What follows belongs to an exercise in optimizing a design on an open flow for small area and a short achievable clock period; a production flow would make more cautious choices.
At most, simulation tests tie the RTL to the original design; equivalence was not proved.
Function not checked in run 1: the RTL went through the layout flow alone.
Power is estimated from default activity; no workload was simulated.

==> flow/design.v, too long to show whole: its modules and the start of the top module <==
// module dds_acc_channel: 71 lines
// module dds_add_full: 255 lines
// module dds_add_sum: 243 lines
// module dds_add_top: 156 lines
// module dds_add_cout: 72 lines
// module dds_pg_n: 11 lines
// module dds_pg_p: 11 lines
// module dds_g_n: 8 lines
// module dds_g_p: 8 lines
// module dds_l0: 9 lines
// module dds_xor: 7 lines
// module dds_phase_accumulator_mc: 93 lines
module dds_phase_accumulator_mc #(
  parameter int NUM_CH = 4,
  parameter int ACC_W  = 32,
  parameter int OUT_W  = 12,
  localparam int CH_W  = dds_pkg::ch_width(NUM_CH)
) (
  input  logic                    clock,
  input  logic                    reset,
  input  logic                    enable,
  input  logic                    cfg_valid,
  output logic                    cfg_ready,
  input  logic [CH_W-1:0]         cfg_ch,
  input  logic [1:0]              cfg_sel,
  input  logic [ACC_W-1:0]        cfg_data,
  input  logic                    update,
  input  logic [NUM_CH-1:0]       sync_clear,
  input  logic [NUM_CH-1:0]       sweep_en,
  output logic [NUM_CH*OUT_W-1:0] phase_out,
  output logic [NUM_CH-1:0]       wrap,
  output logic [NUM_CH-1:0]       sweep_done
);
  // ...
==> flow/run.sh <==
#!/bin/bash
# synth_recipe.tcl (not shown) runs the flow's synth.tcl, then flattens the netlist and writes it again
# the make line also repeats each setting of config.mk as NAME=value (left out here)
make -C /OpenROAD-flow-scripts/flow DESIGN_CONFIG=/design/flow/config.mk WORK_HOME=/design/flow/orfs CLKGATE_MAP_FILE= SYNTH_SCRIPT=/design/flow/synth_recipe.tcl finish
==> flow/config.mk <==
export PLATFORM = sky130hd
export DESIGN_NAME = dds_phase_accumulator_mc
export DESIGN_NICKNAME = dds_phase_accumulator_mc
export VERILOG_FILES = /design/flow/design.v
export SDC_FILE = /design/flow/constraint.sdc
export NUM_CORES = 4
export LEC_CHECK = 0
export CAP_MARGIN = 20
export CORE_MARGIN = 2
export CORE_UTILIZATION = 55
export SETUP_SLACK_MARGIN = 3.0
export SLEW_MARGIN = 20
export SYNTH_HIERARCHICAL = 1
==> flow/constraint.sdc <==
create_clock -name core_clock -period 5.8 [get_ports {clock}]
set_input_delay 1.1600 -clock core_clock [delete_from_list [all_inputs] [get_ports {clock}]]
set_output_delay 1.1600 -clock core_clock [all_outputs]
set_load 0.01 [all_outputs]
==> run notes, run 1 <==
- The flow ran to the end and the layout has no timing, DRC or antenna violations.
- After detailed routing, the wire length on met1 is 74,000 um.
- The combinational group share of total power is 34.7%.
- Max-cap violations in this run came to 0.
- The number of clock buffers inserted by TritonCTS is 137.
- The data required time of the critical path is 6250 ps.
- The worst endpoint data arrival time is 3570 ps.
- Once detailed placement completed, the half-perimeter wirelength came to 105,000 um.
- The diode insertion count for antenna repair is 8.
- The global-route track usage on met2 is 44.8%.
- The core footprint is 116,000 um2.
- The mapped netlist covers 64,400 um2.
- At the end of the flow, the number of nets in the layout was 6,875.
- The clock network consumes a total of 8.64 mW.
- The flow inserted 1,524 tap cells.
- In the synthesized netlist, the number of instances is 6,376.
- The total global routing overflow is 0.
- Multi-input gates account for 42.3% of the area.
- The area share of buffers outside the clock network is 3.36%.
- The busiest layer in global routing is met2.
- At the end of routability-driven placement, the weighted congestion stood at 0.814.
- Entering global routing, the biggest net connects 173 pins.
- In this run the worst path has a maximum fanout of 24.
- In this run the critical register-to-register path is launched from commit_pending$_DFF_PP0_.
- The total routed wirelength is 165,000 um.
- For this run, the slowest stage of the critical path takes 970 ps.
- The overall track demand over capacity in global routing is 27.3%.
- The multi-input gate count is 4,188.
- The reg-to-reg critical path endpoint is g_ch[3].sh_limit[17]$_DFFE_PP_.
- Buffers inserted to repair hold after CTS numbered 0.
- The clock arrives with 23.7 ps of skew.
- The number of H-tree levels is 4.
- The proportion of layout cells with a drive suffix above 1 is 20.6%.
- The highest-delay cell along the critical path is sky130_fd_sc_hd__nor2_4.
- The buffer depth of the longest clock path is 3.
- The register share of the cell area is 41.6%.
- The maximum clock frequency is 321 MHz.
- Setup slack on the worst reg-to-reg path comes out at 2970 ps.
- Dividing the synthesized area by the synthesized cell count gives 10.1 um2.
- The combinational power is 10.7 mW.
==> module dds_acc_channel, before the edit <==
module dds_acc_channel #(
  parameter int ACC_W = 32,
  parameter int OUT_W = 12
) (
  input  logic             clock,
  input  logic             reset,
  input  logic             rst_q,
  input  logic             enable,
  input  logic [3:0]       load,
  input  logic             act_hold,
  input  logic             sync_clear,
  input  logic             sweep_en,
  input  logic [ACC_W-1:0] shadow_freq,
  input  logic [ACC_W-1:0] shadow_ofs,
  input  logic [ACC_W-1:0] shadow_step,
  input  logic [ACC_W-1:0] shadow_limit,
  output logic [OUT_W-1:0] phase,
  output logic             wrap,
  output logic             sweep_done
);
  logic [ACC_W-1:0] freq_act;
  logic [ACC_W-1:0] ofs_act;
  logic [ACC_W-1:0] step_act;
  logic [ACC_W-1:0] limit_act;
  logic [ACC_W-1:0] acc;
  logic [ACC_W:0]   acc_sum;
  logic [ACC_W-1:0] sweep_sum;
  logic [OUT_W-1:0] phase_top;
  dds_add_full u_acc_add (
    .a(acc), .b(freq_act), .sum(acc_sum[ACC_W-1:0]), .cout(acc_sum[ACC_W]));
  dds_add_sum u_sweep_add (
    .a(freq_act), .b(step_act), .sum(sweep_sum));
  dds_add_top u_phase_add (
    .a(acc), .b(ofs_act), .sum(phase_top));
  logic [ACC_W-1:0] cs_x, cs_y, nlim;
  logic             cs_cout;
  logic             over;
  assign nlim   = ~limit_act;
  assign cs_x   = freq_act ^ step_act ^ nlim;
  assign cs_y   = (freq_act & step_act) | (freq_act & nlim) | (step_act & nlim);
  dds_add_cout u_cmp_add (
    .a(cs_x), .b({cs_y[ACC_W-2:0], 1'b0}), .cout(cs_cout));
  assign over   = cs_y[ACC_W-1] | cs_cout;
  logic live, acc_add, acc_hold, sw_run, sw_hold;
  assign live     = ~rst_q;
  assign acc_add  = live & ~sync_clear & enable;
  assign acc_hold = live & ~sync_clear & ~enable;
  assign sw_run   = act_hold & sweep_en & enable & ~sweep_done;
  assign sw_hold  = act_hold & ~(sweep_en & enable & ~sweep_done);
  logic [ACC_W-1:0] sweep_next;
  assign sweep_next = over ? limit_act : sweep_sum;
  always_ff @(posedge clock) begin
    acc       <= ({ACC_W{acc_add}} & acc_sum[ACC_W-1:0]) | ({ACC_W{acc_hold}} & acc);
    ofs_act   <= ({ACC_W{load[1]}} & shadow_ofs)   | ({ACC_W{act_hold}} & ofs_act);
    step_act  <= ({ACC_W{load[2]}} & shadow_step)  | ({ACC_W{act_hold}} & step_act);
    limit_act <= ({ACC_W{load[3]}} & shadow_limit) | ({ACC_W{act_hold}} & limit_act);
    freq_act  <= ({ACC_W{load[0]}} & shadow_freq) | ({ACC_W{sw_run}} & sweep_next) |
                 ({ACC_W{sw_hold}} & freq_act);
  end
  always_ff @(posedge clock or posedge reset) begin
    if (reset) begin
      phase      <= '0;
      wrap       <= 1'b0;
      sweep_done <= 1'b0;
    end else begin
      phase      <= {OUT_W{live}} & phase_top;
      wrap       <= acc_add & acc_sum[ACC_W];
      sweep_done <= act_hold & sweep_en & (sweep_done | (enable & over));
    end
  end
endmodule
==> module dds_phase_accumulator_mc, before the edit <==
module dds_phase_accumulator_mc #(
  parameter int NUM_CH = 4,
  parameter int ACC_W  = 32,
  parameter int OUT_W  = 12,
  localparam int CH_W  = dds_pkg::ch_width(NUM_CH)
) (
  input  logic                    clock,
  input  logic                    reset,
  input  logic                    enable,
  input  logic                    cfg_valid,
  output logic                    cfg_ready,
  input  logic [CH_W-1:0]         cfg_ch,
  input  logic [1:0]              cfg_sel,
  input  logic [ACC_W-1:0]        cfg_data,
  input  logic                    update,
  input  logic [NUM_CH-1:0]       sync_clear,
  input  logic [NUM_CH-1:0]       sweep_en,
  output logic [NUM_CH*OUT_W-1:0] phase_out,
  output logic [NUM_CH-1:0]       wrap,
  output logic [NUM_CH-1:0]       sweep_done
);
  logic commit_pending;
  logic rst_q;
  logic act_hold;
  assign cfg_ready = ~commit_pending;
  always_ff @(posedge clock or posedge reset) begin
    if (reset) begin
      commit_pending <= 1'b0;
    end else begin
      commit_pending <= ~commit_pending & update;
    end
  end
  always_ff @(posedge clock or posedge reset) begin
    if (reset) begin
      act_hold <= 1'b0;
    end else begin
      act_hold <= ~(~commit_pending & update);
    end
  end
  always_ff @(posedge clock or posedge reset) begin
    if (reset) begin
      rst_q <= 1'b1;
    end else begin
      rst_q <= 1'b0;
    end
  end
  for (genvar c = 0; c < NUM_CH; c++) begin : g_ch
    logic [ACC_W-1:0] sh_freq;
    logic [ACC_W-1:0] sh_ofs;
    logic [ACC_W-1:0] sh_step;
    logic [ACC_W-1:0] sh_limit;
    logic             wr_hit;
    logic [3:0]       wr, sh_valid, load;
    assign wr_hit = cfg_valid && cfg_ready && (cfg_ch == CH_W'(c));
    for (genvar s = 0; s < 4; s++) begin : g_sel
      assign wr[s]   = wr_hit & (cfg_sel == 2'(s));
    end
    always_ff @(posedge clock or posedge reset) begin
      if (reset) begin
        sh_valid <= '0;
      end else begin
        sh_valid <= sh_valid | wr;
      end
    end
    always_ff @(posedge clock) begin
      if (wr[dds_pkg::CFG_FREQ])        sh_freq  <= cfg_data;
      if (wr[dds_pkg::CFG_PHASE_OFS])   sh_ofs   <= cfg_data;
      if (wr[dds_pkg::CFG_SWEEP_STEP])  sh_step  <= cfg_data;
      if (wr[dds_pkg::CFG_SWEEP_LIMIT]) sh_limit <= cfg_data;
    end
    assign load = {4{commit_pending}} & sh_valid;
    dds_acc_channel #(
      .ACC_W(ACC_W),
      .OUT_W(OUT_W)
    ) u_ch (
      .clock       (clock),
      .reset       (reset),
      .rst_q       (rst_q),
      .enable      (enable),
      .load        (load),
      .act_hold    (act_hold),
      .sync_clear  (sync_clear[c]),
      .sweep_en    (sweep_en[c]),
      .shadow_freq (sh_freq),
      .shadow_ofs  (sh_ofs),
      .shadow_step (sh_step),
      .shadow_limit(sh_limit),
      .phase       (phase_out[c*OUT_W +: OUT_W]),
      .wrap        (wrap[c]),
      .sweep_done  (sweep_done[c])
    );
  end
endmodule
==> run 2: changes to the inputs <==
--- a/flow/design.v
+++ b/flow/design.v
@@ -23,7 +23,8 @@
   input  logic             rst_q,
   input  logic             enable,
   input  logic [3:0]       load,
-  input  logic             act_hold,
+  input  logic             commit,
+  input  logic             update,
   input  logic             sync_clear,
   input  logic             sweep_en,
   input  logic [ACC_W-1:0] shadow_freq,
@@ -37,7 +38,7 @@
   logic [ACC_W-1:0] freq_act;
   logic [ACC_W-1:0] ofs_act;
   logic [ACC_W-1:0] step_act;
-  logic [ACC_W-1:0] limit_act;
+  logic [ACC_W-1:0] nlim_act;    
   logic [ACC_W-1:0] acc;
   logic [ACC_W:0]   acc_sum;
   logic [ACC_W-1:0] sweep_sum;
@@ -48,15 +49,22 @@
     .a(freq_act), .b(step_act), .sum(sweep_sum));
   dds_add_top u_phase_add (
     .a(acc), .b(ofs_act), .sum(phase_top));
-  logic [ACC_W-1:0] cs_x, cs_y, nlim;
+  logic [ACC_W-1:0] cs_x, cs_y;
   logic             cs_cout;
   logic             over;
-  assign nlim   = ~limit_act;
-  assign cs_x   = freq_act ^ step_act ^ nlim;
-  assign cs_y   = (freq_act & step_act) | (freq_act & nlim) | (step_act & nlim);
+  assign cs_x   = freq_act ^ step_act ^ nlim_act;
+  assign cs_y   = (freq_act & step_act) | (freq_act & nlim_act) | (step_act & nlim_act);
   dds_add_cout u_cmp_add (
     .a(cs_x), .b({cs_y[ACC_W-2:0], 1'b0}), .cout(cs_cout));
   assign over   = cs_y[ACC_W-1] | cs_cout;
+  logic act_hold;
+  always_ff @(posedge clock or posedge reset) begin
+    if (reset) begin
+      act_hold <= 1'b0;
+    end else begin
+      act_hold <= ~(~commit & update);
+    end
+  end
   logic live, acc_add, acc_hold, sw_run, sw_hold;
   assign live     = ~rst_q;
   assign acc_add  = live & ~sync_clear & enable;
@@ -64,12 +72,12 @@
   assign sw_run   = act_hold & sweep_en & enable & ~sweep_done;
   assign sw_hold  = act_hold & ~(sweep_en & enable & ~sweep_done);
   logic [ACC_W-1:0] sweep_next;
-  assign sweep_next = over ? limit_act : sweep_sum;
+  assign sweep_next = over ? ~nlim_act : sweep_sum;
   always_ff @(posedge clock) begin
     acc       <= ({ACC_W{acc_add}} & acc_sum[ACC_W-1:0]) | ({ACC_W{acc_hold}} & acc);
     ofs_act   <= ({ACC_W{load[1]}} & shadow_ofs)   | ({ACC_W{act_hold}} & ofs_act);
     step_act  <= ({ACC_W{load[2]}} & shadow_step)  | ({ACC_W{act_hold}} & step_act);
-    limit_act <= ({ACC_W{load[3]}} & shadow_limit) | ({ACC_W{act_hold}} & limit_act);
+    nlim_act  <= ~(({ACC_W{load[3]}} & shadow_limit) | ({ACC_W{act_hold}} & ~nlim_act));
     freq_act  <= ({ACC_W{load[0]}} & shadow_freq) | ({ACC_W{sw_run}} & sweep_next) |
                  ({ACC_W{sw_hold}} & freq_act);
   end
@@ -888,7 +896,6 @@
 );
   logic commit_pending;
   logic rst_q;
-  logic act_hold;
   assign cfg_ready = ~commit_pending;
   always_ff @(posedge clock or posedge reset) begin
     if (reset) begin
@@ -899,13 +906,6 @@
   end
   always_ff @(posedge clock or posedge reset) begin
     if (reset) begin
-      act_hold <= 1'b0;
-    end else begin
-      act_hold <= ~(~commit_pending & update);
-    end
-  end
-  always_ff @(posedge clock or posedge reset) begin
-    if (reset) begin
       rst_q <= 1'b1;
     end else begin
       rst_q <= 1'b0;
@@ -945,7 +945,8 @@
       .rst_q       (rst_q),
       .enable      (enable),
       .load        (load),
-      .act_hold    (act_hold),
+      .commit      (commit_pending),
+      .update      (update),
       .sync_clear  (sync_clear[c]),
       .sweep_en    (sweep_en[c]),
       .shadow_freq (sh_freq),
--- a/flow/config.mk
+++ b/flow/config.mk
@@ -7,7 +7,7 @@
 export LEC_CHECK = 0
 export CAP_MARGIN = 20
 export CORE_MARGIN = 2
-export CORE_UTILIZATION = 55
-export SETUP_SLACK_MARGIN = 3.0
+export CORE_UTILIZATION = 60
+export SETUP_SLACK_MARGIN = 2.8
 export SLEW_MARGIN = 20
 export SYNTH_HIERARCHICAL = 1
==> run notes, run 2 <==
- The flow ran to the end and the layout has no timing, DRC or antenna violations.
- The count of buffers added on input and output ports is 105.
- The total global routing overflow is 0 (unchanged).
- Setup repair after global routing could not meet its margin everywhere.
- The routed wire length per instance is 21.8 um.
- The mean cell area of the mapped netlist is 10.7 um2 (+5.8%).
- The startpoint of the lowest-slack register-to-register path is g_ch[0].u_ch.freq_act[1]$_DFF_P_.
- The vias per cell is 5.95.
- The kind of path behind the tightest hold check is register to register.
- The startpoint identified for the worst hold timing path is g_ch[3].sh_limit[23]$_DFFE_PP_.
- The highest net fanout along the worst path was 32 (+33%).
- The initial DRC count is 3,352.
- The total I/O pin count is 106.
- The post-synthesis net count is 6,195.
- The total number of yosys warnings is 8.
- The starting density of the core is 60.7%.
- The number of nets in the finished design came to 6,370 (-7.3%).
- The chip width is 328 um.
- IR analysis of the VDD net gives a maximum drop of 0.000466 V.
- The core footprint is 104,000 um2 (-11%).
- Registers take 30,200 um2.
- The latest clock arrival within the worst-skew pair is 760 ps.
- The critical path launch point is cfg_ch[0].
- The final cycle utilization of the critical path is 52.6%.
- The most common cell after layout, fill and taps aside is sky130_fd_sc_hd__nor2_1.
- The busiest layer in global routing is met2.
- The global-route track usage on met2 came to 49.5% (+4.7 points).
- The overall track demand over capacity in global routing is 30.4% (+3.2 points).
- The maximum number of pins on one net before global-route repair was 68 (-61%).
- The proportion of layout cells with a drive suffix above 1 is 21.7% (+1.1 points).
- The via count of the first global-routing pass is 43,400.
- The final count of pins violating max slew is 0.
- The first detailed-routing pass took 5 iterations.
- The data required time of the critical path is 6160 ps (-90 ps).
- The count of hold-fix buffers inserted at cts is 0 (unchanged).
- From bottom edge to top edge, the die measures 328 um.
- The final weighted congestion in routability-driven placement came to 0.856 (+5.2%).
- The growth of design area from synthesis to finish is 13.3%.
- The worst endpoint data arrival time is 3410 ps (-160 ps).
- The post-layout minimum cycle time is 3050 ps.
- Global routing used 4.00% of the available met3 tracks.
- The layout has 7,814 filler cells.
- The tree built by TritonCTS fans out to 1,230 sinks.
- The number of antenna violations at the first check in global routing was 17.
- The count of unresolved DRC violations after routing is 0.
- The buffer depth of the longest clock path is 3 (unchanged).
- The total routed wirelength was 165,000 um (about the same).
- The maximum clock frequency is 328 MHz (+2.2%).
- The transition time at the pin with the least slew margin is 1210 ps.
- The power per standard cell area is 501 nW/um2.
- Headroom to the max-slew limit came out at 19.1%.
- Timing analysis after detailed placement gives a worst setup slack of 1940 ps.
- The synthesized area is 63,000 um2 (-2.1%).
- The total die area is 108,000 um2.
- The worst setup path is launched from a primary input.
- After clock tree synthesis, the clock-pin slew on the worst setup and hold paths is 60 ps.
- After floorplanning, the core was divided into 118 placement rows.
- The global-route wire length before repair is 253,000 um.
- Global routing consumed, on the met1 layer, 41.7% of the routing resources.
- The final count of negative-setup-slack endpoints is 0.
- The area of the multi-input gates is 31,300 um2.
- The library cells used most frequently in the layout, excluding fill and tap cells, are sky130_fd_sc_hd__nor2_1 (741), sky130_fd_sc_hd__nand2_1 (645), sky130_fd_sc_hd__dfxtp_1 (627), sky130_fd_sc_hd__edfxtp_1 (512), sky130_fd_sc_hd__a21oi_2 (415).
- The number of clock buffers inserted by TritonCTS is 136 (-0.73%).
- The instance count of the mapped netlist is 5,898 (-7.5%).
- At the end of the flow the core is filled with cells to 68.7%.
- The number of maximum-capacitance violations is 0 (unchanged).
- The leakage dissipation is 27.6 nW.
- The number of H-tree levels came to 4 (unchanged).
- The routed layout has 45,100 vias.
- The critical path is of the primary input to register type.
- The final setup TNS is 0 ps.
- TritonCTS built the clock tree.
- Once routing completed, OpenROAD measured the worst setup slack at 2750 ps.
- The endpoint type of the worst setup path is a register.
- The total half-perimeter wirelength after legalization and detailed placement is 105,000 um (about the same).
- The final hold violation count is 0.
- Once detail routing completed, the nets flagged for antenna violations numbered 0.
- CTS placed an instance of sky130_fd_sc_hd__clkbuf_16 at the clock tree root.
- The largest clock skew in the final design is 31.3 ps (+7.65 ps).
[run 2: timing repair]
item,CTS,global route
cloned,6,1
buffers inserted,6,32
endpoints found under the hold margin,0,0
setup endpoints to repair,358,287
gates resized for setup,33,43
pin swaps,5,14
[run 2: through the flow]
step	area, um2	std cells	hold WS, ps	power [mW]
final	71400	7569	417	35.7
after floorplan	63000	5898	404	22.8
after global placement	65600	7256	404	25.5
after CTS	70600	7526	418	35.1
after global routing	71300	7568	425	37.8
after detailed placement	65800	7262	408	25.9
[run 2: layout make-up]
| class | count | share of cell area (%) |
|---|---|---|
| inverter | 274 | 1.46 |
| clock inverter | 64 | 1.13 |
| tap | 1380 | 2.42 |
| antenna | 2 | 0.00701 |
| clock buffer | 188 | 5.36 |
| multi-input combinational | 4197 | 43.9 |
| sequential | 1230 | 42.3 |
| timing repair buffer | 234 | 3.43 |
[run 2: worst paths after layout]
path | end | slack, ps | depth (start not counted)
worst max-delay path | g_ch[2].sh_limit[31]$_DFFE_PP_ | 2750 | 3
min in group asynchronous | g_ch[3].sh_valid[3]$_DFF_PP0_ | 1260 | 2
max in group asynchronous | g_ch[0].u_ch.act_hold$_DFF_PP0_ | 3840 | 2
worst max register to register | g_ch[0].u_ch.freq_act[24]$_DFF_P_ | 2920 | 13
worst min-delay path | g_ch[3].u_ch.nlim_act[23]$_DFF_P_ | 420 | 1
worst min register to register | g_ch[3].u_ch.nlim_act[23]$_DFF_P_ | 420 | 1
[run 2: metal layers]
layer  part of all wire [%]  up-vias
li1                       -    21400
met1                     44    22100
met2                     47     1320
met3                    6.0      278
met4                    3.5        8
met5                  0.033        -
[run 2: critical path, stage by stage]
cell,delay [ps]
sky130_fd_sc_hd__clkdlybuf4s50_1,450
sky130_fd_sc_hd__nand4bb_1,670
sky130_fd_sc_hd__nor2_4,1100
[run 2: power by group]
part / total (mW) / internal (mW) / switching, mW
registers: 12.4 / 10.2 / 2.23
clock network: 8.86 / 5.24 / 3.62
logic: 14.5 / 5.88 / 8.59
==> run 3: changes to the inputs <==
--- a/flow/config.mk
+++ b/flow/config.mk
@@ -7,7 +7,7 @@
 export LEC_CHECK = 0
 export CAP_MARGIN = 20
 export CORE_MARGIN = 2
-export CORE_UTILIZATION = 60
-export SETUP_SLACK_MARGIN = 2.8
+export CORE_UTILIZATION = 55
+export SETUP_SLACK_MARGIN = 3.3
 export SLEW_MARGIN = 20
 export SYNTH_HIERARCHICAL = 1
==> run notes, run 3 <==
- The maximum clock frequency came to 360 MHz (+9.8%).
- The vias per cell came to 5.83 (-2.1%).
- The worst hold path begins at g_ch[3].sh_limit[1]$_DFFE_PP_.
- The row count is 124 (+5.1%).
- The worst relative slew slack is 37.8% (+19 points).
- The final count of negative-setup-slack endpoints is 0 (unchanged).
- The overall track demand over capacity in global routing is 30.5% (+0.086 points).
- The post-layout minimum cycle time is 2780 ps (-273 ps).
- The number of H-tree levels is 4 (unchanged).
- STA classifies the critical path startpoint as a register.
- The library cell used most frequently in the layout, excluding fill and tap cells, is sky130_fd_sc_hd__nor2_1.
- The final worst hold slack is 411 ps (-5.83 ps).
- The routed wire length per instance is 22.7 um (+4.2%).
- On the critical path, the stage with the largest delay is an instance of sky130_fd_sc_hd__fa_1.
- The number of antenna violations at the first check in global routing is 19 (+2).
- The number of sinks on the clock net is 1,230 (unchanged).
- The total die area is 117,000 um2 (+9.0%).
- The proportion of layout cells with a drive suffix above 1 came to 32.4% (+11 points).
- The number of clock buffers inserted by TritonCTS is 138 (+1.5%).
- The sink of the worst hold path is g_ch[3].u_ch.nlim_act[1]$_DFF_P_.
- The total I/O pin count came to 106 (unchanged).
- The maximum number of pins on one net before global-route repair came to 68 (unchanged).
- The via count of the first global-routing pass is 44,800 (+3.3%).
- Traced cell by cell, the critical path runs through fa_1 -> nor2_1 -> o21ai_2 -> a21oi_2 -> o21ai_2 -> a21oi_4 -> o21ai_4 -> buf_12 -> or2_4 -> buf_12 -> buf_8 -> a211oi_2 -> a221o_1.
- The data required time of the critical path is 6470 ps (+310 ps).
- The highest net fanout along the worst path is 8 (-75%).
- STA classifies the critical path endpoint as a register.
- The total half-perimeter wirelength after legalization and detailed placement is 107,000 um (+2.0%).
- The power per standard cell area is 547 nW/um2 (+9.3%).
- The flow ran to the end and the layout has no timing, DRC or antenna violations.
- The final cycle utilization of the critical path is 47.9% (-4.7 points).
- The number of maximum-capacitance violations is 0 (unchanged).
- The total number of yosys warnings is 8 (unchanged).
- The leakage dissipation is 29.2 nW (+6.1%).
- The highest cell delay on the worst timing path is 520 ps (-580 ps).
- The critical path class is register to register.
- The buffer depth of the longest clock path came to 3 (unchanged).
- The transition time at the pin with the least slew margin is 932 ps (-278 ps).
- The startpoint of the lowest-slack register-to-register path is g_ch[2].u_ch.freq_act[13]$_DFF_P_.
- The final hold violation count came to 0 (unchanged).
- The total global routing overflow is 0 (unchanged).
- The starting density of the core is 55.3% (-5.4 points).
- The overall power of the completed layout was 41.3 mW (+15%).
- The count of unresolved DRC violations after routing is 0 (unchanged).
- The largest clock skew in the final design is 18.3 ps (-13.0 ps).
- The smallest setup slack after layout is 3020 ps (+273 ps).
- The cell area after layout is 75,400 um2 (+5.7%).
- The cell count of the worst hold path is 1 (unchanged).
- The vertical extent of the die is 342 um (+4.4%).
- The number of nets in the finished design came to 6,580 (+3.3%).
- The via count came to 46,100 (+2.3%).
- The final setup TNS is 0 ps (unchanged).
- The growth of design area from synthesis to finish is 19.7%.
- The total routed wirelength is 180,000 um (+8.8%).
- The latest clock arrival within the worst-skew pair came to 740 ps (-20 ps).
- The worst endpoint data arrival time is 3450 ps (+40 ps).
- The worst slack at placement was 1920 ps (-24.9 ps).
- The root buffer cell chosen for the clock tree is sky130_fd_sc_hd__clkbuf_16.
- Broken down by cell family, the worst path's largest delay share belongs to compound AO/OA/AOI/OAI gates.
- The reg-to-reg critical path endpoint is g_ch[2].u_ch.freq_act[9]$_DFF_P_.
- The global-route wire length before repair is 272,000 um (+7.8%).
- The core footprint is 114,000 um2 (+9.7%).
- The buffering stage count on the worst path with inverters included is 3 (+2).
- The instance count of the mapped netlist came to 5,898 (unchanged).
- Setup repair after global routing could not meet its margin everywhere.
- The number of nets with antenna violations after routing is 0 (unchanged).
- The number of I/O port buffers was 105 (unchanged).
- TritonCTS built the clock tree.
- The library cells used most frequently in the layout, excluding fill and tap cells, are sky130_fd_sc_hd__nor2_1 (657), sky130_fd_sc_hd__nand2_1 (627), sky130_fd_sc_hd__edfxtp_1 (512), sky130_fd_sc_hd__a21oi_2 (410), sky130_fd_sc_hd__dfxtp_1 (407).
- The peak supply drop is 0.000441 V (-5.3%).
- The mean cell area of the mapped netlist is 10.7 um2 (unchanged).
- The initial DRC count came to 3,123 (-6.8%).
- The post-place instance area is 65,900 um2 (+0.29%).
- The chip width was 342 um (+4.4%).
- The path depth of the worst reg2reg path is 13 (unchanged).
- The clock transition at the register clock pins on the worst setup and hold paths after CTS is 60 ps (about the same).
- The final count of pins violating max slew was 0 (unchanged).
- The setup slack of the most critical reg-to-reg path is 3020 ps (+100 ps).
- The kind of path behind the tightest hold check is register to register.
- The synthesized area is 63,000 um2 (unchanged).
- The final weighted congestion in routability-driven placement is 0.841 (-1.8%).
- The post-synthesis net count is 6,195 (unchanged).
- The number of search-and-repair iterations in the first detailed-routing pass is 5 (unchanged).
-- run 3: changes by cell type in the layout (fill, tap and decap cells not counted), sizes merged, moves of 2 or more --
| cell | change |
|---|---|
| buf | +256 |
| clkdlybuf4s50 | -56 |
| clkbuf | +11 |
| nor2 | +8 |
| clkinv | -4 |
| inv | -4 |
| bufinv | -2 |
| clkdlybuf4s15 | +2 |
| clkinvlp | -2 |
| dlygate4sd2 | -2 |
| or2 | -2 |
-- run 3: worst register-to-register path, cell delays in order (launching register included) --
cell	delay (ps)
sky130_fd_sc_hd__dfxtp_2	380
sky130_fd_sc_hd__fa_1	520
sky130_fd_sc_hd__nor2_1	180
sky130_fd_sc_hd__o21ai_2	80
sky130_fd_sc_hd__a21oi_2	150
sky130_fd_sc_hd__o21ai_2	90
sky130_fd_sc_hd__a21oi_4	200
sky130_fd_sc_hd__o21ai_4	100
sky130_fd_sc_hd__buf_12	140
sky130_fd_sc_hd__or2_4	270
sky130_fd_sc_hd__buf_12	140
sky130_fd_sc_hd__buf_8	130
sky130_fd_sc_hd__a211oi_2	220
sky130_fd_sc_hd__a221o_1	130
-- run 3: metal layers --
metal	vias up	GRT usage [%]	part of all wire (%)
met2	1200	52.3	49
li1	21800	-	-
met1	22700	38.9	41
met4	8	11.9	4.0
met5	-	0	0.027
met3	340	4.52	5.9
-- run 3: timing repair --
action	in CTS	in global routing
hold buffers	0	0
buffers inserted	167	51
setup endpoints to repair	800	420
cloned	33	1
pin swaps	223	124
gates resized for setup	860	157
-- run 3: how the worst max path moves through the flow --
stage	startpoint	endpoint	slack, ps	cells past startpoint
2_1_floorplan	cfg_ch[1]	g_ch[0].sh_freq[0]$_DFFE_PP_	3080	3
3_3_place_gp	cfg_ch[0]	g_ch[2].sh_freq[6]$_DFFE_PP_	1940	3
3_5_place_dp	cfg_ch[0]	g_ch[2].sh_freq[6]$_DFFE_PP_	1920	3
4_1_cts	g_ch[2].u_ch.step_act[7]$_DFF_P_	g_ch[2].u_ch.freq_act[28]$_DFF_P_	3040	13
5_1_grt	g_ch[2].u_ch.step_act[29]$_DFF_P_	g_ch[2].u_ch.freq_act[15]$_DFF_P_	2920	13
6_report	g_ch[2].u_ch.freq_act[13]$_DFF_P_	g_ch[2].u_ch.freq_act[9]$_DFF_P_	3020	13
-- run 3: through the flow --
step | utilization [%] | std cells
2_1_floorplan | - | 5898
3_5_place_dp | 57.9 | 7403
6_report | 66.2 | 7907
4_1_cts | 65.3 | 7852
5_1_grt | 66.2 | 7904
3_3_place_gp | 57.9 | 7401
-- run 3: report_power, final --
part           internal [mW]  switching, mW
combinational           8.87           11.2
sequential              10.4           1.98
clock                   5.27           3.53
-- run 3: area by class of cell --
cell class                      count  area [um2]
Fill cell                        8881       38500
Multi-Input combinational cell   4202       32900
Sequential cell                  1230       30600
Timing Repair Buffer              437        4340
Clock buffer                      197        3990
Tap cell                         1512        1890
Inverter                          274        1060
Clock inverter                     52         542
Antenna cell                        3        7.51
==> run 4: changes to the inputs <==
--- a/flow/config.mk
+++ b/flow/config.mk
@@ -8,6 +8,8 @@
 export CAP_MARGIN = 20
 export CORE_MARGIN = 2
 export CORE_UTILIZATION = 55
-export SETUP_SLACK_MARGIN = 3.3
+export CTS_CLUSTER_DIAMETER = 100
+export CTS_CLUSTER_SIZE = 30
+export SETUP_SLACK_MARGIN = 3.1
 export SLEW_MARGIN = 20
 export SYNTH_HIERARCHICAL = 1
==> run notes, run 4 <==
- The overall track demand over capacity in global routing is 28.7% (-1.8 points).
- The startpoint of the lowest-slack register-to-register path is g_ch[3].u_ch.step_act[7]$_DFF_P_.
- The latest clock arrival within the worst-skew pair came to 700 ps (-40 ps).
- The number of nets in the finished design was 6,429 (-2.3%).
- The number of search-and-repair iterations in the first detailed-routing pass is 5 (unchanged).
- The total routed wirelength is 173,000 um (-3.9%).
- The highest-delay cell along the critical path is sky130_fd_sc_hd__fa_1.
- The starting density of the core is 55.3% (unchanged).
- The buffer depth of the longest clock path came to 3 (unchanged).
- The clock transition at the register clock pins on the worst setup and hold paths after CTS is 120 ps (+60 ps).
- The critical path class is register to register.
- The count of hold-fix buffers inserted at cts is 0 (unchanged).
- The via count of the first global-routing pass is 42,200 (-5.9%).
- The total half-perimeter wirelength after legalization and detailed placement is 108,000 um (+0.44%).
- The final cycle utilization of the critical path was 48.8% (+0.89 points).
- In the layout the commonest cells are sky130_fd_sc_hd__nor2_1 (659), sky130_fd_sc_hd__nand2_1 (636), sky130_fd_sc_hd__edfxtp_1 (512), sky130_fd_sc_hd__dfxtp_1 (426), sky130_fd_sc_hd__a21oi_2 (409).
- The power per standard cell area is 480 nW/um2 (-12%).
- The peak supply drop is 0.000471 V (+6.9%).
- The number of clock buffers inserted by TritonCTS was 50 (-64%).
- The total number of yosys warnings is 8 (unchanged).
- The highest net fanout along the worst path is 7 (-1).
- The most common cell after layout, fill and taps aside is sky130_fd_sc_hd__nor2_1.
- The initial DRC count is 3,349 (+7.2%).
- The proportion of layout cells with a drive suffix above 1 is 27.4% (-5.0 points).
- The clock tree from TritonCTS is built.
- The vias per cell is 5.86 (+0.52%).
- The flow ran to the end and the layout has no timing, DRC or antenna violations.
- The worst endpoint data arrival time is 3410 ps (-40 ps).
- The worst hold path begins at g_ch[1].sh_limit[5]$_DFFE_PP_.
- The core footprint is 114,000 um2 (unchanged).
- The number of maximum-capacitance violations is 0 (unchanged).
- Traced cell by cell, the critical path runs through fa_1 -> nor2_2 -> nor2_2 -> nand2_1 -> o21ai_2 -> a21oi_2 -> o21ai_2 -> buf_12 -> or2_4 -> buf_6 -> buf_12 -> a211oi_2 -> a221o_1.
- The worst slack at placement is 1820 ps (-96.2 ps).
- The mean cell area of the mapped netlist is 10.7 um2 (unchanged).
- The worst relative slew slack is 38.9% (+1.1 points).
- The count of unresolved DRC violations after routing is 0 (unchanged).
- Tracing the worst setup path back leads to its startpoint at g_ch[3].u_ch.step_act[7]$_DFF_P_.
- The data required time of the critical path is 6380 ps (-90 ps).
- The kind of path behind the tightest hold check is register to register.
- The number of H-tree levels is 2 (-2).
- The number of I/O port buffers is 105 (unchanged).
- The global-route wire length before repair is 258,000 um (-5.4%).
- The total die area was 117,000 um2 (unchanged).
- The total global routing overflow is 0 (unchanged).
- The smallest setup slack after layout came to 2970 ps (-51.5 ps).
- The via count is 45,000 (-2.3%).
- The row count is 124 (unchanged).
- The cell family contributing the most delay on the critical path is compound AO/OA/AOI/OAI gates.
- The maximum clock frequency was 354 MHz (-1.8%).
- The transition time at the pin with the least slew margin is 915 ps (-17.6 ps).
- The final weighted congestion in routability-driven placement was 0.835 (-0.68%).
- The endpoint type of the worst setup path is a register.
- The synthesized area was 63,000 um2 (unchanged).
- The number of sinks on the clock net is 1,230 (unchanged).
- The maximum number of pins on one net before global-route repair was 67 (-1.5%).
- The final count of pins violating max slew came to 0 (unchanged).
- The growth of design area from synthesis to finish is 12.9%.
- The chip width is 342 um (unchanged).
- The final count of negative-setup-slack endpoints was 0 (unchanged).
- The final hold violation count is 0 (unchanged).
- The highest cell delay on the worst timing path was 590 ps (+70 ps).
- The number of nets with antenna violations after routing is 0 (unchanged).
- Setup repair after global routing could not meet its margin everywhere.
- The buffering stage count on the worst path with inverters included is 3 (unchanged).
- The leakage dissipation is 27.3 nW (-6.6%).
- The final setup TNS is 0 ps (unchanged).
- The post-layout minimum cycle time came to 2830 ps (+51.5 ps).
- The total I/O pin count is 106 (unchanged).
- The buffer type at the clock tree root is sky130_fd_sc_hd__clkbuf_16.
- The vertical extent of the die is 342 um (unchanged).
- The post-synthesis net count is 6,195 (unchanged).
- The number of antenna violations at the first check in global routing is 26 (+7).
- The worst setup path is launched from a register.
- The final design utilization came to 62.4% (-3.8 points).
- The routed wire length per instance is 22.5 um (-1.1%).
- The instance count of the mapped netlist is 5,898 (unchanged).
- The largest clock skew in the final design is 26.6 ps (+8.27 ps).
[run 4: changes by cell type in the layout (fill, tap and decap cells not counted), moves of 33 or more]
cell and delta:
sky130_fd_sc_hd__nor3_1 +84, sky130_fd_sc_hd__dlygate4sd2_1 +56, sky130_fd_sc_hd__nor3_4 -52, sky130_fd_sc_hd__buf_2 -52, sky130_fd_sc_hd__buf_4 -33, sky130_fd_sc_hd__clkbuf_16 -86
[run 4: layer usage]
layer  GRT usage [%]  share of wire [%]  up-vias
met1            39.8                 44    22200
li1                -                  -    21400
met3            3.28                5.3      233
met4            7.19                2.7       10
met5               0              0.034        -
met2            48.1                 48     1101
[run 4: area by class of cell]
cell class	count	area (um2)
Clock buffer	77	1420
Multi-Input combinational cell	4198	32000
Sequential cell	1230	30600
Tap cell	1512	1890
Timing Repair Buffer	378	3890
Antenna cell	1	2.50
Fill cell	9224	42800
Inverter	274	1060
Clock inverter	16	174
[run 4: repair_timing]
action / in CTS / in global routing
resized for setup: 299 / 318
endpoints found under the hold margin: 0 / 0
gates cloned: 11 / 11
setup buffers: 70 / 86
endpoints found under the setup margin: 637 / 494
pin swaps: 60 / 154
[run 4: worst reg2reg max path, stage by stage, from the launching register on]
cell                       delay, ps
sky130_fd_sc_hd__dfxtp_4         380
sky130_fd_sc_hd__fa_1            600
sky130_fd_sc_hd__nor2_2           60
sky130_fd_sc_hd__nor2_2          140
sky130_fd_sc_hd__nand2_1          80
sky130_fd_sc_hd__o21ai_2         200
sky130_fd_sc_hd__a21oi_2          90
sky130_fd_sc_hd__o21ai_2         200
sky130_fd_sc_hd__buf_12          130
sky130_fd_sc_hd__or2_4           170
sky130_fd_sc_hd__buf_6           150
sky130_fd_sc_hd__buf_12          150
sky130_fd_sc_hd__a211oi_2         80
sky130_fd_sc_hd__a221o_1         290
[run 4: path summary, 6_finish.rpt]
check | slack [ps] | cells past startpoint | end
setup / recovery | 2970 | 13 | g_ch[3].u_ch.freq_act[9]$_DFF_P_
hold / removal | 410 | 1 | g_ch[1].u_ch.nlim_act[5]$_DFF_P_
setup reg to reg | 2970 | 13 | g_ch[3].u_ch.freq_act[9]$_DFF_P_
hold reg to reg | 410 | 1 | g_ch[1].u_ch.nlim_act[5]$_DFF_P_
max in group asynchronous | 3800 | 2 | g_ch[1].u_ch.act_hold$_DFF_PP0_
min in group asynchronous | 1300 | 2 | g_ch[2].sh_valid[0]$_DFF_PP0_
[run 4: power by group]
group / total, mW / switching (mW) / internal, mW
sequential: 12.4 / 2.05 / 10.4
clock: 4.65 / 2.84 / 1.81
combinational: 17.0 / 9.71 / 7.32
total: 34.1 / 14.6 / 19.5
[run 4: through the flow]
| stage | cell area, um2 | hold slack, ps | cells | power (mW) |
|---|---|---|---|---|
| CTS | 69100 | 419 | 7584 | 32.4 |
| global route | 71100 | 423 | 7685 | 36.2 |
| detailed placement | 66000 | 408 | 7410 | 26.0 |
| global placement | 65900 | 404 | 7406 | 25.7 |
| finish | 71100 | 405 | 7686 | 34.1 |
| floorplan | 63100 | 404 | 5898 | 22.8 |
==> run 5: changes to the inputs <==
--- a/flow/config.mk
+++ b/flow/config.mk
@@ -8,8 +8,6 @@
 export CAP_MARGIN = 20
 export CORE_MARGIN = 2
 export CORE_UTILIZATION = 55
-export CTS_CLUSTER_DIAMETER = 100
-export CTS_CLUSTER_SIZE = 30
 export SETUP_SLACK_MARGIN = 3.1
 export SLEW_MARGIN = 20
 export SYNTH_HIERARCHICAL = 1
==> run notes, run 5 <==
- The flow ran to the end and the layout has no timing, DRC or antenna violations.
- The synthesized area is 63,000 um2 (unchanged).
- The global-route wire length before repair is 261,000 um (+1.4%).
- The core footprint came to 114,000 um2 (unchanged).
- The internal power consumption came to 22.8 mW (+17%).
- The routed wire length per instance is 22.4 um (-0.37%).
- From synthesis to final layout, the design area changed by 17.3%.
- The latest clock arrival within the worst-skew pair is 750 ps (+50 ps).
- The final standard cell count with taps included and fillers excluded is 7,817 (+1.7%).
- The overall power of the completed layout is 38.4 mW (+12%).
- The reported net switching power is 15.5 mW (+6.4%).
- The number of sinks on the clock net was 1,230 (unchanged).
- The number of I/O port buffers is 105 (unchanged).
- The mean cell area of the mapped netlist is 10.7 um2 (unchanged).
- The final count of pins violating max slew is 0 (unchanged).
- In this run the most critical hold path is launched from g_ch[0].sh_limit[23]$_DFFE_PP_.
- The path depth of the worst reg2reg path is 13 (unchanged).
- The startpoint identified for the worst register-to-register timing path is g_ch[3].u_ch.nlim_act[3]$_DFF_P_.
- The buffering stage count on the worst path with inverters included is 3 (unchanged).
- The total half-perimeter wirelength after legalization and detailed placement is 108,000 um (unchanged).
- The count of unresolved DRC violations after routing was 0 (unchanged).
- The via count is 45,600 (+1.3%).
- The combinational group share of total power came to 44.2% (-5.7 points).
- Walking the worst path, the cells encountered are fa_1 -> nor2_2 -> o21ai_2 -> a21oi_2 -> o21ai_2 -> a21oi_2 -> o21ai_2 -> buf_12 -> or2_4 -> buf_6 -> buf_12 -> a211oi_4 -> a221o_1.
- The largest clock skew in the final design is 23.9 ps (-2.74 ps).
- The cell count of the worst hold path is 1 (unchanged).
- The leakage dissipation came to 28.6 nW (+4.7%).
- The total number of yosys warnings is 8 (unchanged).
- In this run the worst hold path is classified as register to register.
- The setup slack of the most critical reg-to-reg path came to 3030 ps (+60 ps).
- Setup repair after global routing could not meet its margin everywhere.
- The highest cell delay on the worst timing path is 510 ps (-80 ps).
- The data required time of the critical path is 6480 ps (+100 ps).
- The peak supply drop is 0.000619 V (+31%).
- The final design utilization is 64.9% (+2.4 points).
- The row count is 124 (unchanged).
- The number of H-tree levels was 4 (+2).
- The post-synthesis net count is 6,195 (unchanged).
- The number of maximum-capacitance violations is 0 (unchanged).
- Among cell families on the critical path, the largest total delay comes from compound AO/OA/AOI/OAI gates.
- The portion of total power attributed to sequential cells is 32.8% (-3.7 points).
- The chip width was 342 um (unchanged).
- The clock transition at the register clock pins on the worst setup and hold paths after CTS is 60 ps (-60 ps).
- The highest net fanout along the worst path is 7 (unchanged).
- The number of nets in the finished design is 6,478 (+0.76%).
- The total I/O pin count is 106 (unchanged).
- The maximum clock frequency came to 361 MHz (+2.1%).
- The final setup TNS is 0 ps (unchanged).
- The sink of the worst hold path is g_ch[0].u_ch.nlim_act[23]$_DFF_P_.
- The worst register-to-register path ends at g_ch[3].u_ch.freq_act[7]$_DFF_P_.
- The post-layout minimum cycle time is 2770 ps (-57.8 ps).
- The root buffer cell chosen for the clock tree is sky130_fd_sc_hd__clkbuf_16.
- The via count of the first global-routing pass is 43,100 (+2.2%).
- The clock network fraction of total power is 23.0% (+9.4 points).
- The initial DRC count is 3,485 (+4.1%).
- The final weighted congestion in routability-driven placement came to 0.835 (unchanged).
- The number of nets with antenna violations after routing came to 0 (unchanged).
- The vertical extent of the die is 342 um (unchanged).
- The most common cell after layout, fill and taps aside is sky130_fd_sc_hd__nor2_1.
- The proportion of layout cells with a drive suffix above 1 is 29.2% (+1.8 points).
- The buffer depth of the longest clock path came to 3 (unchanged).
- The switching power share of the total is 40.5% (-2.3 points).
- The critical path class is register to register.
- The worst endpoint data arrival time is 3450 ps (+40 ps).
- The transition time at the pin with the least slew margin is 924 ps (+8.95 ps).
- The maximum number of pins on one net before global-route repair is 67 (unchanged).
- The final cycle utilization of the critical path was 47.8% (-1.0 points).
- The overall track demand over capacity in global routing is 29.2% (+0.48 points).
- The power per standard cell area is 519 nW/um2 (+8.2%).
- The final count of negative-setup-slack endpoints was 0 (unchanged).
- The starting density of the core was 55.3% (unchanged).
- The instance count of the mapped netlist is 5,898 (unchanged).
- The worst relative slew slack came to 38.3% (-0.60 points).
- The clock tree from TritonCTS is built.
- The vias per cell is 5.84 (-0.37%).
- For this design, the slowest cell found on the critical path is sky130_fd_sc_hd__fa_1.
- The critical path launch point type is a register.
- The top cell types in the final layout, fill and taps aside, are sky130_fd_sc_hd__nor2_1 (648), sky130_fd_sc_hd__nand2_1 (632), sky130_fd_sc_hd__edfxtp_1 (512), sky130_fd_sc_hd__dfxtp_1 (419), sky130_fd_sc_hd__a21oi_2 (409).
- The final hold violation count was 0 (unchanged).
- The total routed wirelength was 175,000 um (+1.3%).
- The total die area is 117,000 um2 (unchanged).
- The number of antenna violations at the first check in global routing was 28 (+7.7%).
- The number of search-and-repair iterations in the first detailed-routing pass was 6 (+1).
- The number of clock buffers inserted by TritonCTS is 139 (+180%).
- STA classifies the critical path endpoint as a register.
- The most used cell along the critical path is sky130_fd_sc_hd__o21ai_2.
- The cell count after placement is 7,410 (unchanged).
- The total global routing overflow is 0 (unchanged).
==> run 5: power groups by stage <==
stage               Sequential [mW]  Combinational (mW)  Clock (mW)
detailed placement             12.6                13.4           0
global route                   12.8                18.4        9.29
global placement               12.6                13.2           0
floorplan                      11.9                10.9           0
CTS                            12.5                15.2        8.96
finish                         12.6                16.9        8.81
==> run 5: what timing repair did <==
action | CTS | global route
resized for setup | 283 | 370
gates cloned | 11 | 13
pin swaps | 54 | 164
hold buffers | 0 | 0
setup buffers | 62 | 52
setup endpoints to repair | 622 | 468
==> run 5: per-layer routing <==
layer,wire length (um),global-route usage [%],up-vias
li1,-,-,21600
met1,77100,40.0,22500
met2,83200,48.4,1179
met3,10200,4.22,289
met4,4560,7.97,14
met5,82,0,-
==> run 5: how the worst max path moves through the flow <==
stage	start	to	slack, ps	depth (start not counted)
finish	g_ch[3].u_ch.nlim_act[3]$_DFF_P_	g_ch[3].u_ch.freq_act[7]$_DFF_P_	3030	13
global route	g_ch[3].u_ch.nlim_act[3]$_DFF_P_	g_ch[3].u_ch.freq_act[4]$_DFF_P_	2920	13
CTS	cfg_sel[0]	g_ch[3].sh_limit[31]$_DFFE_PP_	2750	3
detailed placement	cfg_ch[0]	g_ch[2].sh_ofs[5]$_DFFE_PP_	1820	4
global placement	cfg_ch[0]	g_ch[2].sh_ofs[6]$_DFFE_PP_	1880	4
floorplan	cfg_sel[1]	g_ch[1].sh_freq[0]$_DFFE_PP_	2840	3
==> run 5: area by class of cell <==
cell class	instances	area, um2
Timing Repair Buffer	338	3580
Sequential cell	1230	30600
Clock buffer	184	3880
Inverter	274	1060
Clock inverter	74	679
Antenna cell	7	17.5
Tap cell	1512	1890
Multi-Input combinational cell	4198	32200
Fill cell	8959	40000
==> run 5: worst register-to-register path: stages (launching register included) <==
cell and delay, ps:
sky130_fd_sc_hd__dfxtp_2 340, sky130_fd_sc_hd__fa_1 510, sky130_fd_sc_hd__nor2_2 180, sky130_fd_sc_hd__o21ai_2 80
sky130_fd_sc_hd__a21oi_2 170, sky130_fd_sc_hd__o21ai_2 110, sky130_fd_sc_hd__a21oi_2 140, sky130_fd_sc_hd__o21ai_2 90
sky130_fd_sc_hd__buf_12 130, sky130_fd_sc_hd__or2_4 290, sky130_fd_sc_hd__buf_6 150, sky130_fd_sc_hd__buf_12 150
sky130_fd_sc_hd__a211oi_4 220, sky130_fd_sc_hd__a221o_1 140
==> run 5: metrics by stage <==
stage	hold slack, ps	cell area (um2)	setup WS (ps)
after global placement	404	65900	1880
after CTS	399	72000	2750
after global routing	402	73800	2920
final	406	73900	3030
after detailed placement	408	66000	1820
after floorplan	404	63100	2840
==> run 6: changes to the inputs <==
--- a/flow/config.mk
+++ b/flow/config.mk
@@ -8,6 +8,8 @@
 export CAP_MARGIN = 20
 export CORE_MARGIN = 2
 export CORE_UTILIZATION = 55
+export CTS_CLUSTER_DIAMETER = 80
+export CTS_CLUSTER_SIZE = 20
 export SETUP_SLACK_MARGIN = 3.1
 export SLEW_MARGIN = 20
 export SYNTH_HIERARCHICAL = 1
==> run notes, run 6 <==
- The flow ran to the end and the layout has no timing, DRC or antenna violations.
- The number of antenna violations at the first check in global routing is 25 (-11%).
- The maximum number of pins on one net before global-route repair is 67 (unchanged).
- The final cycle utilization of the critical path is 49.0% (+1.2 points).
- The worst setup path is captured at a register.
- The worst endpoint data arrival time came to 3470 ps (+20 ps).
- The proportion of layout cells with a drive suffix above 1 is 28.6% (-0.63 points).
- The peak supply drop came to 0.000470 V (-24%).
- TritonCTS built the clock tree.
- The mean cell area of the mapped netlist is 10.7 um2 (unchanged).
- The via count is 45,200 (-0.96%).
- The starting density of the core is 55.3% (unchanged).
- The transition time at the pin with the least slew margin is 929 ps (+5.28 ps).
- The critical path class is register to register.
- The row count is 124 (unchanged).
- The number of I/O port buffers is 105 (unchanged).
- The core footprint is 114,000 um2 (unchanged).
- The final setup TNS came to 0 ps (unchanged).
- The total half-perimeter wirelength after legalization and detailed placement is 108,000 um (unchanged).
- The total I/O pin count was 106 (unchanged).
- The top cell types in the final layout, fill and taps aside, are sky130_fd_sc_hd__nor2_1 (645), sky130_fd_sc_hd__nand2_1 (632), sky130_fd_sc_hd__edfxtp_1 (512), sky130_fd_sc_hd__a21oi_2 (410), sky130_fd_sc_hd__dfxtp_1 (409).
- The final count of negative-setup-slack endpoints is 0 (unchanged).
- The final hold violation count is 0 (unchanged).
- The setup slack of the most critical reg-to-reg path was 2960 ps (-70 ps).
- The largest clock skew in the final design is 21.0 ps (-2.91 ps).
- The critical path launch point type is a register.
- The overall power of the completed layout came to 35.8 mW (-6.7%).
- The final count of pins violating max slew is 0 (unchanged).
- The worst relative slew slack is 38.1% (-0.28 points).
- The number of maximum-capacitance violations is 0 (unchanged).
- The maximum clock frequency came to 352 MHz (-2.5%).
- The total number of yosys warnings is 8 (unchanged).
- The buffer depth of the longest clock path came to 3 (unchanged).
- The routed wire length per instance is 22.6 um (+0.63%).
- The final-layout fill cell count is 9,143 (+2.1%).
- The count of hold-fix buffers inserted at cts came to 0 (unchanged).
- The global-route wire length before repair is 258,000 um (-1.1%).
- The power per standard cell area is 496 nW/um2 (-4.4%).
- The count of unresolved DRC violations after routing is 0 (unchanged).
- The vertical extent of the die is 342 um (unchanged).
- The number of H-tree levels was 3 (-1).
- The number of search-and-repair iterations in the first detailed-routing pass was 5 (-1).
- The post-layout minimum cycle time is 2840 ps (+69.9 ps).
- The latest clock arrival within the worst-skew pair was 680 ps (-70 ps).
- The synthesized area was 63,000 um2 (unchanged).
- The cell sitting at the root of the clock tree is a sky130_fd_sc_hd__clkbuf_16.
- The instance count of the mapped netlist is 5,898 (unchanged).
- The total die area is 117,000 um2 (unchanged).
- The final design utilization is 63.3% (-1.5 points).
- The data required time of the critical path is 6430 ps (-50 ps).
- The vias per cell is 5.85 (+0.31%).
- Setup repair after global routing could not meet its margin everywhere.
- The number of clock buffers inserted by TritonCTS is 75 (-46%).
- The diode insertion count for antenna repair is 0 (-7).
- The number of nets with antenna violations after routing is 0 (unchanged).
- The clock transition at the register clock pins on the worst setup and hold paths after CTS is 90 ps (+30 ps).
- The leakage dissipation is 27.7 nW (-3.2%).
- The via count of the first global-routing pass was 42,400 (-1.6%).
- The final worst hold slack came to 413 ps (+7.74 ps).
- The min-delay analysis places its worst path in the category register to register.
- The overall track demand over capacity in global routing was 28.9% (-0.33 points).
- The initial DRC count was 3,442 (-1.2%).
- The post-synthesis net count is 6,195 (unchanged).
- The most common cell after layout, fill and taps aside is sky130_fd_sc_hd__nor2_1.
- The total global routing overflow came to 0 (unchanged).
- The growth of design area from synthesis to finish is 14.5%.
- The flip-flop and latch area is 30,600 um2 (+0.13%).
- The final weighted congestion in routability-driven placement came to 0.835 (unchanged).
- The number of nets in the finished design is 6,444 (-0.52%).
- The highest net fanout along the worst path is 8 (+1).
- The total routed wirelength came to 174,000 um (-0.64%).
- The chip width is 342 um (unchanged).
- The area of the multi-input gates is 32,300 um2 (+0.58%).
- The number of sinks on the clock net is 1,230 (unchanged).
## run 6: area by class of cell
cell class / count / share of cell area, %
clock inverters: 15 / 0.265
repair buffers: 368 / 5.32
well taps: 1512 / 2.62
inverters: 274 / 1.47
flip-flops and latches: 1230 / 42.5
multi-input cells: 4198 / 44.8
clock buffers: 121 / 3.00
## run 6: where the power goes
| part | leakage, nW | switching (mW) | internal, mW |
|---|---|---|---|
| Sequential | 11.0 | 2.08 | 10.4 |
| Combinational | 15.6 | 10.0 | 7.50 |
| Clock | 1.13 | 3.03 | 2.74 |
## run 6: per-stage QoR
stage                     instance area, um2  std cells  setup slack (ps)
after floorplan                        63100       5898              2840
final                                  72100       7718              2960
after detailed placement               66000       7410              1820
after CTS                              69800       7622              2720
after global placement                 65900       7406              1880
after global routing                   72100       7718              2870
## run 6: worst paths after layout
check                                             startpoint                           endpoint  cells past startpoint
setup / recovery           g_ch[3].u_ch.freq_act[19]$_DFF_P_   g_ch[3].u_ch.freq_act[2]$_DFF_P_                     13
hold / removal                 g_ch[0].sh_limit[3]$_DFFE_PP_   g_ch[0].u_ch.nlim_act[3]$_DFF_P_                      1
max in group asynchronous                              reset  g_ch[1].u_ch.sweep_done$_DFF_PP0_                      2
hold reg to reg                g_ch[0].sh_limit[3]$_DFFE_PP_   g_ch[0].u_ch.nlim_act[3]$_DFF_P_                      1
setup reg to reg           g_ch[3].u_ch.freq_act[19]$_DFF_P_   g_ch[3].u_ch.freq_act[2]$_DFF_P_                     13
min in group asynchronous                              reset      g_ch[3].sh_valid[2]$_DFF_PP0_                      2
## run 6: per-layer routing
layer | wire length (um) | track usage (%) | vias to the layer above
met5 | 69 | 0 | -
met4 | 4940 | 7.60 | 12
met3 | 9820 | 3.50 | 251
met2 | 82500 | 48.2 | 1102
met1 | 76800 | 39.9 | 22300
li1 | - | - | 21500
## run 6: critical path, stage by stage (launching register included)
cell and delay [ps]:
sky130_fd_sc_hd__dfxtp_2 430, sky130_fd_sc_hd__fa_1 480, sky130_fd_sc_hd__nor2_2 160, sky130_fd_sc_hd__nor2_2 70, sky130_fd_sc_hd__a21oi_2 180, sky130_fd_sc_hd__o21ai_2 100
sky130_fd_sc_hd__a21oi_2 130, sky130_fd_sc_hd__o21ai_2 90, sky130_fd_sc_hd__buf_12 130, sky130_fd_sc_hd__or2_4 320, sky130_fd_sc_hd__buf_12 160, sky130_fd_sc_hd__buf_16 140
sky130_fd_sc_hd__a211oi_2 220, sky130_fd_sc_hd__a221o_1 130
## run 6: what timing repair did
item	in CTS	in global routing
setup buffers	67	76
endpoints found under the setup margin	657	440
gates cloned	9	16
pin swaps	43	172
gates resized for setup	305	401
==> run 7: changes to the inputs <==
--- a/flow/config.mk
+++ b/flow/config.mk
@@ -7,7 +7,7 @@
 export LEC_CHECK = 0
 export CAP_MARGIN = 20
 export CORE_MARGIN = 2
-export CORE_UTILIZATION = 55
+export CORE_UTILIZATION = 45
 export CTS_CLUSTER_DIAMETER = 80
 export CTS_CLUSTER_SIZE = 20
 export SETUP_SLACK_MARGIN = 3.1
==> run notes, run 7 <==
- The reported net switching power was 14.8 mW (-2.3%).
- The final hold violation count is 0 (unchanged).
- The total die area is 143,000 um2 (+22%).
- The final count of negative-setup-slack endpoints is 0 (unchanged).
- The number of clock buffers inserted by TritonCTS was 80 (+6.7%).
- The startpoint identified for the worst register-to-register timing path is g_ch[1].u_ch.freq_act[14]$_DFF_P_.
- The combinational group share of total power is 46.7% (-2.3 points).
- The synthesized area came to 63,000 um2 (unchanged).
- The buffering stage count on the worst path with inverters included is 3 (unchanged).
- The worst relative slew slack is 21.1% (-17 points).
- The critical path launch point type is a primary input.
- The highest net fanout along the worst path was 17 (+9).
- The data required time of the critical path was 6170 ps (-260 ps).
- The total number of yosys warnings was 8 (unchanged).
- The number of nets in the finished design was 6,414 (-0.47%).
- The number of H-tree levels is 3 (unchanged).
- The starting density of the core was 45.2% (-10 points).
- The transition time at the pin with the least slew margin is 1180 ps (+254 ps).
- The internal power consumption was 20.1 mW (-2.8%).
- The worst endpoint data arrival time is 3190 ps (-280 ps).
- Setup repair after global routing could not meet its margin everywhere.
- The proportion of layout cells with a drive suffix above 1 is 27.5% (-1.1 points).
- The endpoint of the worst setup timing path is g_ch[1].sh_ofs[18]$_DFFE_PP_.
- The highest-delay cell along the critical path is sky130_fd_sc_hd__nand2b_1.
- The leakage dissipation is 27.5 nW (-0.76%).
- The number of sinks on the clock net is 1,230 (unchanged).
- The number of I/O port buffers is 105 (unchanged).
- Clock tree synthesis selected as its root buffer the cell sky130_fd_sc_hd__clkbuf_16.
- The tightest min-delay check is of the register to register type.
- The row count is 137 (+10%).
- The final-layout fill cell count came to 12,400 (+36%).
- The maximum clock frequency is 355 MHz (+0.87%).
- The path depth of the worst reg2reg path is 12 (-1).
- The final count of pins violating max slew is 0 (unchanged).
- The via count is 44,900 (-0.70%).
- The total I/O pin count is 106 (unchanged).
- The smallest setup slack after layout is 2980 ps (+24.6 ps).
- The highest cell delay on the worst timing path is 720 ps (+240 ps).
- The overall power of the completed layout is 34.9 mW (-2.6%).
- The endpoint type of the worst setup path is a register.
- The total routed wirelength is 174,000 um (about the same).
- The portion of total power attributed to sequential cells came to 35.9% (+1.0 points).
- The number of search-and-repair iterations in the first detailed-routing pass came to 5 (unchanged).
- The vias per cell is 5.57 (-4.9%).
- The clock transition at the register clock pins on the worst setup and hold paths after CTS is 90 ps (about the same).
- The mean cell area of the mapped netlist is 10.7 um2 (unchanged).
- The routed wire length per instance is 21.6 um (-4.3%).
- The vertical extent of the die was 378 um (+10%).
- The count of unresolved DRC violations after routing is 0 (unchanged).
- The overall track demand over capacity in global routing is 23.8% (-5.0 points).
- In the layout the commonest cells are sky130_fd_sc_hd__nor2_1 (654), sky130_fd_sc_hd__nand2_1 (633), sky130_fd_sc_hd__edfxtp_1 (512), sky130_fd_sc_hd__dfxtp_1 (439), sky130_fd_sc_hd__a21oi_2 (408).
- The core footprint is 139,000 um2 (+22%).
- Grouping stages by cell kind, the critical path spends the most delay in simple AND/OR/NAND/NOR gates.
- Walking the worst path, the cells encountered are clkdlybuf4s50_1 -> nand2b_1 -> nor2_4 -> buf_12 -> buf_4.
- The post-layout minimum cycle time is 2820 ps (-24.6 ps).
- The latest clock arrival within the worst-skew pair is 710 ps (+30 ps).
- The maximum number of pins on one net before global-route repair is 67 (unchanged).
- The path length in cells of the critical path is 5 (-8).
- TritonCTS built the clock tree.
- The number of nets with antenna violations after routing is 0 (unchanged).
- The total global routing overflow came to 0 (unchanged).
- The buffer depth of the longest clock path is 3 (unchanged).
- The final setup TNS is 0 ps (unchanged).
- The power per standard cell area came to 485 nW/um2 (-2.2%).
- The setup slack of the most critical reg-to-reg path is 3030 ps (+70 ps).
- The via count of the first global-routing pass is 43,000 (+1.5%).
- The final cycle utilization of the critical path came to 48.6% (-0.42 points).
- The critical path launch point is cfg_sel[1].
- The global-route wire length before repair is 262,000 um (+1.2%).
- The largest clock skew in the final design is 39.1 ps (+18.1 ps).
- The post-synthesis net count was 6,195 (unchanged).
- The clock network fraction of total power is 17.4% (+1.3 points).
- The growth of design area from synthesis to finish is 14.1%.
- The most common cell after layout, fill and taps aside is sky130_fd_sc_hd__nor2_1.
- The run finished with no timing, DRC or antenna violations.
- The final weighted congestion in routability-driven placement is 0.841 (+0.65%).
- The reg-to-reg critical path endpoint is g_ch[1].u_ch.freq_act[13]$_DFF_P_.
- The number of maximum-capacitance violations was 0 (unchanged).
- The total half-perimeter wirelength after legalization and detailed placement is 108,000 um (-0.21%).
- The switching power share of the total is 42.4% (+0.12 points).
- The instance count of the mapped netlist is 5,898 (unchanged).
- The number of antenna violations at the first check in global routing is 21 (-16%).
- The cell count of the worst hold path is 1 (unchanged).
- The peak supply drop came to 0.000567 V (+21%).
- The critical path class is primary input to register.
- The chip width is 378 um (+10%).
- The initial DRC count was 3,163 (-8.1%).
- The worst slack at placement is 1920 ps (+96.2 ps).
run 7: worst min path at each step:
stage,to,slack [ps],startpoint
global placement,g_ch[1].u_ch.nlim_act[7]$_DFF_P_,400,g_ch[1].sh_limit[7]$_DFFE_PP_
global route,g_ch[3].u_ch.nlim_act[27]$_DFF_P_,420,g_ch[3].sh_limit[27]$_DFFE_PP_
detailed placement,g_ch[3].u_ch.nlim_act[26]$_DFF_P_,410,g_ch[3].sh_limit[26]$_DFFE_PP_
finish,g_ch[3].u_ch.nlim_act[17]$_DFF_P_,410,g_ch[3].sh_limit[17]$_DFFE_PP_
CTS,g_ch[3].u_ch.nlim_act[17]$_DFF_P_,410,g_ch[3].sh_limit[17]$_DFFE_PP_
floorplan,g_ch[0].u_ch.nlim_act[0]$_DFF_P_,400,g_ch[0].sh_limit[0]$_DFFE_PP_
run 7: power by group through the flow:
stage	combinational (mW)	sequential (mW)	clock, mW
final	16.3	12.5	6.06
after global routing	17.7	12.8	6.51
after CTS	14.5	12.5	6.22
after global placement	13.2	12.6	0
after detailed placement	13.5	12.6	0
after floorplan	10.9	11.9	0
run 7: cell type report:
class                      instances  area (um2)  area share [%]
clock buffer                     117        2280            3.17
antenna                            2        5.00         0.00696
sequential                      1230       30600            42.5
timing repair buffer             334        3270            4.54
tap                             1876        2350            3.27
clock inverter                    30         307           0.426
inverter                         274        1060            1.48
multi-input combinational       4197       32000            44.6
run 7: worst register-to-register path, cell delays in order, from the launching register on:
cell                        delay, ps
sky130_fd_sc_hd__dfxtp_4          390
sky130_fd_sc_hd__fa_1             570
sky130_fd_sc_hd__nor2_1            60
sky130_fd_sc_hd__nor2_2           190
sky130_fd_sc_hd__nand2_2          100
sky130_fd_sc_hd__nor2_2           140
sky130_fd_sc_hd__a21oi_2          100
sky130_fd_sc_hd__o21ai_2          220
sky130_fd_sc_hd__or2_4            200
sky130_fd_sc_hd__buf_12           130
sky130_fd_sc_hd__clkbuf_16        170
sky130_fd_sc_hd__a211oi_4          60
sky130_fd_sc_hd__a221o_1          300
run 7: per-stage QoR:
| stage | std cells | util, % | area [um2] | hold WS [ps] |
|---|---|---|---|---|
| after CTS | 7981 | 50.4 | 70200 | 405 |
| after global routing | 8058 | 51.6 | 71900 | 422 |
| after detailed placement | 7773 | 47.7 | 66500 | 409 |
| after global placement | 7769 | 47.7 | 66300 | 405 |
| final | 8060 | 51.6 | 71900 | 407 |
| after floorplan | 5898 | - | 63100 | 404 |
run 7: repair_timing:
item,in CTS,in global routing
setup endpoints to repair,607,361
pin swaps,42,140
hold buffers,0,0
buffers inserted,55,64
cloned,6,12
gates resized for setup,271,334
run 7: routing by layer:
layer / global-route usage [%] / wire length (um) / vias up
li1: - / - / 21400
met1: 32.4 / 77700 / 22300
met2: 40.5 / 82700 / 932
met3: 2.68 / 8460 / 247
met4: 5.95 / 5060 / 8
met5: 0 / 40 / -

## re-timing with driven ports
The flow's constraints put no driver on any port. The routed layouts listed below were extracted and timed again, unchanged, in two steps. Step 1, drivers: a clkbuf_16 drives clock and a buf_2 each remaining input, both assumed. Step 2 times the ports against the registers' clock, not the clock port: input delays grow and output delays shrink by t, the midpoint of the rising clock arrivals with the driver on. Three values: no drivers, after step 1, after step 2; two values: the first two.
run | shift t [ns] | setup slack, ns | worst setup path at the end | latest minus earliest clock arrival (ns) | worst slew at a driven data input, ns
run 1 | 0.818 | 2.681 / 2.581 / 1.763 | input to register | 0.034 / 0.034 | 0.21
run 2 | 0.817 | 2.750 / 2.705 / 1.888 | input to register | 0.031 / 0.032 | 0.15
run 3 | 0.814 | 3.023 / 3.023 / 2.397 | input to register | 0.020 / 0.019 | 0.14
run 4 | 0.768 | 2.971 / 2.971 / 2.280 | input to register | 0.031 / 0.031 | 0.12
run 5 | 0.820 | 3.029 / 3.029 / 2.325 | input to register | 0.031 / 0.031 | 0.12
run 6 | 0.747 | 2.959 / 2.959 / 2.398 | input to register | 0.032 / 0.032 | 0.12
run 7 | 0.770 | 2.984 / 2.959 / 2.189 | input to register | 0.041 / 0.041 | 0.13
After both steps every run listed still meets setup and hold. For run 1, which loses most, drivers alone change the setup slack by -0.100 ns; drivers and shift together by -0.918 ns.
